What follows belongs to an exercise in optimizing a design on an open flow for small area, a short achievable clock period and few clock cycles per item; a production flow would make more cautious choices. No run shown here included a check of the RTL's function; only the layout flow was run.

==> flow/design.v, too long to show whole: its modules and the start of the top module <==
// module dds_sine_sample_generator: 1107 lines
module dds_sine_sample_generator (
    input  logic                  clk,
    input  logic                  rst_n,
    input  logic                  in_valid,
    output logic                  in_ready,
    input  logic                  restart,
    output logic                  out_valid,
    input  logic                  out_ready,
    output dds_pkg::code_t        sample,
    input  logic                  cfg_valid,
    output logic                  cfg_ready,
    input  logic [1:0]            cfg_index,
    input  logic [31:0]           cfg_data
);
  // ...
==> flow/flow/run.sh <==
#!/bin/bash
# Standard ORFS layout, with port buffers of a plain buffer cell and the
# setup repair aiming for margin below the clock period.
set -euo pipefail
bash standard.sh \
  "SETUP_SLACK_MARGIN=7.7" \
  "BUFFER_PORTS_ARGS=-buffer_cell sky130_fd_sc_hd__buf_2" \
  finish > standard_flow.log 2>&1
==> flow/standard.sh <==
#!/bin/bash
# synth_recipe.tcl (not shown) runs the flow's synth.tcl, then flattens the netlist and writes it again
# the make line also repeats each setting of config.mk as NAME=value (left out here)
make -C /OpenROAD-flow-scripts/flow DESIGN_CONFIG=/design/flow/config.mk WORK_HOME=/design/flow/orfs CLKGATE_MAP_FILE= SYNTH_SCRIPT=/design/flow/synth_recipe.tcl "${@:-finish}"
==> flow/config.mk <==
export PLATFORM = sky130hd
export DESIGN_NAME = dds_sine_sample_generator
export DESIGN_NICKNAME = dds_sine_sample_generator
export VERILOG_FILES = /design/flow/design.v
export SDC_FILE = /design/flow/constraint.sdc
export NUM_CORES = 4
export LEC_CHECK = 0
export CAP_MARGIN = 20
export CORE_MARGIN = 2
export CORE_UTILIZATION = 40
export SLEW_MARGIN = 20
==> flow/constraint.sdc <==
create_clock -name core_clock -period 11.0 [get_ports {clk}]
set_input_delay 2.2000 -clock core_clock [delete_from_list [all_inputs] [get_ports {clk}]]
set_output_delay 2.2000 -clock core_clock [all_outputs]
set_load 0.01 [all_outputs]
==> results.txt, run 1 <==
Final Hold Vio Count 0; Clock Skews about 0.012 ns; worst min path class flip-flop to flip-flop; mux share of post-synthesis cell area 5.927%; top layer in use met5; Post-Synth Adder-Cell Area ~24%; WS Path Type flip-flop to output pin; PortBufs 53; Synth Area in Simple Gates 12.22%; Mapped Area around 17000 um2; commonest cells after routing, fill and taps aside inv_1, nand2_1, edfxtp_1, ha_1; GR Overflow Total 0; Post-synth EDFFs 131; run status no timing/DRC/antenna violations; FMAX roughly 280 MHz; drt first-iter violations approximately 720; Top delay family on crit path flip-flops; CP Launch Type flip-flop; Clock Tree Root clkbuf_16; Yosys top cell by area edfxtp_1; I/O pin cnt 55
==> run 2: changes to the inputs <==
--- a/flow/design.v
+++ b/flow/design.v
@@ -28,17 +28,17 @@
     input  logic [1:0]            cfg_index,
     input  logic [31:0]           cfg_data
 );
     logic [31:0] phase_step_reg;
     logic [11:0] low_code_reg;
     logic [11:0] high_code_reg;
     logic [31:0] phase_acc_reg;
     logic [31:0] acc_sum;
-    logic        in_ready_reg, in_fire;
+    logic        in_ready_reg, in_busy_reg, in_fire;
     logic        v1_reg, v2_reg, v3_reg;
     logic        en1, en2, en3;
     logic [11:0] sine1_reg, lo1_reg, span1_reg;
     logic [23:0] row2a_reg, row2b_reg;
     logic [23:0] x3_reg;
     logic [11:0] head_reg, tail_reg;
     logic        head_v_reg, tail_v_reg;
     logic [11:0] rom_val, sine_next, lo_next, span_next;
@@ -62,46 +62,48 @@
                 2'd0: phase_step_reg <= cfg_data;
                 2'd1: low_code_reg   <= cfg_data[11:0];
                 2'd2: high_code_reg  <= cfg_data[11:0];
                 default: ;
             endcase
         end
     end
     assign in_ready = in_ready_reg;
-    assign in_fire  = in_valid & in_ready_reg;
+    assign in_fire  = in_valid & ~in_busy_reg;
     assign wr  = v3_reg & ~tail_v_reg;
     assign rd  = head_v_reg & out_ready;
     assign en3 = ~v3_reg | ~tail_v_reg;
     assign en2 = ~v2_reg | en3;
-    assign en1 = in_ready_reg;
+    assign en1 = ~in_busy_reg;
     assign v1_next     = en1 ? in_valid : v1_reg;
     assign v2_next     = en2 ? v1_reg   : v2_reg;
     assign v3_next     = en3 ? v2_reg   : v3_reg;
     assign head_v_next = wr | tail_v_reg | (head_v_reg & ~rd);
     assign tail_v_next = (tail_v_reg & ~rd) | (wr & head_v_reg & (tail_v_reg | ~rd));
     always_ff @(posedge clk or negedge rst_n)
     begin
         if (!rst_n)
         begin
             v1_reg       <= 1'b0;
             v2_reg       <= 1'b0;
             v3_reg       <= 1'b0;
             head_v_reg   <= 1'b0;
             tail_v_reg   <= 1'b0;
-            in_ready_reg <= 1'b1;
+            in_ready_reg <= 1'b0;
+            in_busy_reg  <= 1'b1;
         end
         else
         begin
             v1_reg       <= v1_next;
             v2_reg       <= v2_next;
             v3_reg       <= v3_next;
             head_v_reg   <= head_v_next;
             tail_v_reg   <= tail_v_next;
             in_ready_reg <= ~(v1_next & v2_next & v3_next & tail_v_next);
+            in_busy_reg  <= v1_next & v2_next & v3_next & tail_v_next;
         end
     end
     always_ff @(posedge clk or negedge rst_n)
     begin
         if (!rst_n)
             phase_acc_reg <= '0;
         else if (in_fire)
             phase_acc_reg <= restart ? phase_step_reg : acc_sum;
==> flow/flow/run.sh (replaced) <==
#!/bin/bash
# Standard ORFS layout, with port buffers of a plain buffer cell and the
# setup repair aiming for margin below the clock period.
set -euo pipefail
bash standard.sh \
  "SETUP_SLACK_MARGIN=7.9" \
  "BUFFER_PORTS_ARGS=-buffer_cell sky130_fd_sc_hd__buf_2" \
  finish > standard_flow.log 2>&1
==> run 2 against run 1 <==
Compared with the run above: die area down 0.39%; non-clock buffer count up 21; first-iteration DRC count up 2.8%; highest routed layer unchanged.
==> results.txt, run 2 <==
Post-route DRC 0; Post-DRT Antenna Nets 0; Worst Tran Pin Value roughly 1.1 ns; drt first-iter violations 743 (+2.8%); routed len/inst 16.61 um; Mapped Area 17070 um2 (-0.39%); CTS H-Tree Depth 1; hold path depth 2; DIE AREA roughly 44000 um2; Netlist cell types 76; commonest cells after routing, fill and taps aside inv_1, nand2_1, edfxtp_1, ha_1, buf_4; Yosys top cell by area edfxtp_1; worst reg2reg path depth 9; Syn. warnings 1; share of the synthesized area in the top cell type a little under a quarter; fin util 48.39%; initial antenna violation count 3; count of final setup violators 0; CP Data Required Time roughly 11 ns; die span in y 210.6 um; gpl congestion around 0.86; I/O pin cnt 55 (unchanged); placed insts 2151; Seq cells post-synth roughly 230; starting density of the core between 40 and 50%; Synthesized Nets about 1900; worst reg2reg endpoint row2b_reg[13]; Hold EP phase_acc_reg[18]; Commonest cells post-synth inv_1, nand2_1, fa_1; commonest non-fill, non-tap cell in the layout inv_1; syn_area_per_cell 10.55 um2; post-route setup slack between 7 and 8 ns; Tmin final around 3.4 ns; TritonCTS clock tree yes; Vias/cell 5.133; ys async rst share between 40 and 50%; Die X about 210 um; number of global-route vias before repair between 10000 and 15000; CTS Buf Count 26; FILL cells approximately 3800; period utilisation layout 31.25%; TritonRoute pass-1 iters 4; # rows between 70 and 80; Clock Skews 0.02680 ns (+0.01435 ns); FMAX 290.9 MHz (+3.1%); # clock sinks 226; vias after detailed routing between 10000 and 15000; first-pass GRT wire length ~63000 um; deepest clock path buffer count 3; DRT Wirelength approximately 38000 um; worst min path class flip-flop to flip-flop; worst hold start phase_acc_reg[18]; final std cells w/o fill around 2300; Layout Nets around 2000; Clock Tree Root clkbuf_16; sequential-to-total area share from yosys stat between 30% and 40%; worst r2r src span1_reg[5]; Synth Flop Type edfxtp_1; crit-path max FO 3; Total GRT Usage between 10% and 20%; r2r setup slk 7.56 ns; worst hold slack about 0.48 ns; GR Overflow Total 0 (unchanged); Clock Latency Late Sink 0.54 ns; PortBufs 53 (unchanged); largest cells by area after synthesis edfxtp_1, fa_1, dfrtp_1; share of cells above drive strength 1 between 20% and 30%; WS Path Type flip-flop to flip-flop; HPWL after DPL 26860 um; Final Max Tran Viols 0; CP Launch Type flip-flop; Mapped Cells ~1600; Post-synth EDFFs 131 (unchanged); largest net degree at the start of global routing between 60 and 70; CTS clk-pin slew, worst paths 0.06 ns; sum of negative setup slack 0 ns; CP arrival between 3 and 4 ns; Area Growth Syn to Fin 19.15%; Slew headroom around 29%; Final Hold Vio Count 0 (unchanged); hold buffers post-CTS 0; top-count cell post-synth inv_1; RSZ-0062 raised after global routing yes; endpoint type of the worst setup path flip-flop; Core ar. ~42000 um2; run status no timing/DRC/antenna violations; Placement Setup Slack roughly 7.1 ns; max cap viols 0
==> run 2: cell type report <==
type                            instances  area [um2]  area share [%]
Multi-Input combinational cell       1110       10200           50.16
Sequential cell                       226        6330           31.12
Timing Repair Buffer                  169        1378           6.772
Inverter                              215       810.8           3.985
Clock buffer                           34       754.5           3.709
Tap cell                              539       674.4           3.315
Clock inverter                         14       182.7          0.8980
Timing Repair inverter                  1       7.507         0.03690
Antenna cell                            1       2.502         0.01230
==> run 2: metrics by stage <==
stage	cell area, um2
after floorplan	17490
after global placement	17980
after detailed placement	17980
after CTS	19930
after global routing	20340
final	20340
==> run 2: kinds of logic (layout without fill, tap and decap cells) <==
| logic type | Yosys count | count (layout) | share of synthesized area (%) |
|---|---|---|---|
| AOI/OAI and AO/OA | 278 | 278 | 10.13 |
| and+or+nand+nor | 410 | 411 | 11.77 |
| other | 1 | 2 | 0.02196 |
| adders and majority gates | 251 | 251 | 24.24 |
| xor gates and xnor gates | 73 | 74 | 3.987 |
| buffers and inverters | 285 | 433 | 6.661 |
| DFF | 226 | 226 | 37.06 |
| muxes | 95 | 95 | 6.126 |
==> run 2: worst max-delay path, cell delays in order, from the launching register on <==
cell and delay (ns):
edfxtp_1 0.44, buf_6 0.16, and2_4 0.13, fa_1 0.52, fa_1 0.53, inv_2 0.04, fa_2 0.36, fa_1 0.53
inv_2 0.04, fa_2 0.41
==> run 2: worst max-delay path by stage <==
stage                     depth (start not counted)  slack (ns)         startpoint            end
after floorplan                                  11        7.72       span1_reg[9]  row2b_reg[16]
after global placement                           11        7.21  phase_acc_reg[24]   sine1_reg[0]
after detailed placement                         11        7.12  phase_acc_reg[24]   sine1_reg[7]
after CTS                                         9        7.57       span1_reg[9]  row2b_reg[16]
after global routing                              9        7.49       span1_reg[5]  row2b_reg[13]
final                                             9        7.56       span1_reg[5]  row2b_reg[13]
==> run 2: timing repair <==
item / CTS / global route
setup endpoints to repair: 87 / 81
pin swaps: 61 / 45
gates resized for setup: 81 / 73
setup buffers: 83 / 23
cloned: 2 / 1
==> run 2: per-layer routing <==
metal | routed length [um] | vias up | GRT usage (%)
met3 | 1809 | 79 | 2.905
met4 | 1288 | 4 | 5.100
met2 | 18320 | 286 | 29.65
met5 | 18 | - | 0
li1 | - | 5681 | -
met1 | 16910 | 5801 | 23.27

-- port drivers added, routing unchanged --
In the flow no input, the clock included, has a driving cell. The finished layouts below were timed again as built, in two steps.
Step 1: set_driving_cell puts a clkbuf_16 on clk and a buf_2 on each other input, an assumption about the parent block.
Step 2 moves the port delays by t, midway between the first and last clock arrival at a register: inputs arrive t later, outputs are due t later. That takes back most of the time a late clock gives input paths.
a / b / c = no drivers / after step 1 / after step 2; a / b = the first two.
run	shift t [ns]	setup WS [ns]	worst setup path after step 2	worst slew at a driven data input, ns	cell pins on the clock port's net
run 1	0.585	7.455 / 7.399 / 7.268	input to register	0.07	1
run 2	0.581	7.562 / 7.562 / 7.466	input to register	0.06	1
After both steps setup and hold are still met in every run listed. For run 1, which loses most, drivers alone change the setup slack by -0.056 ns; drivers and shift together by -0.187 ns.
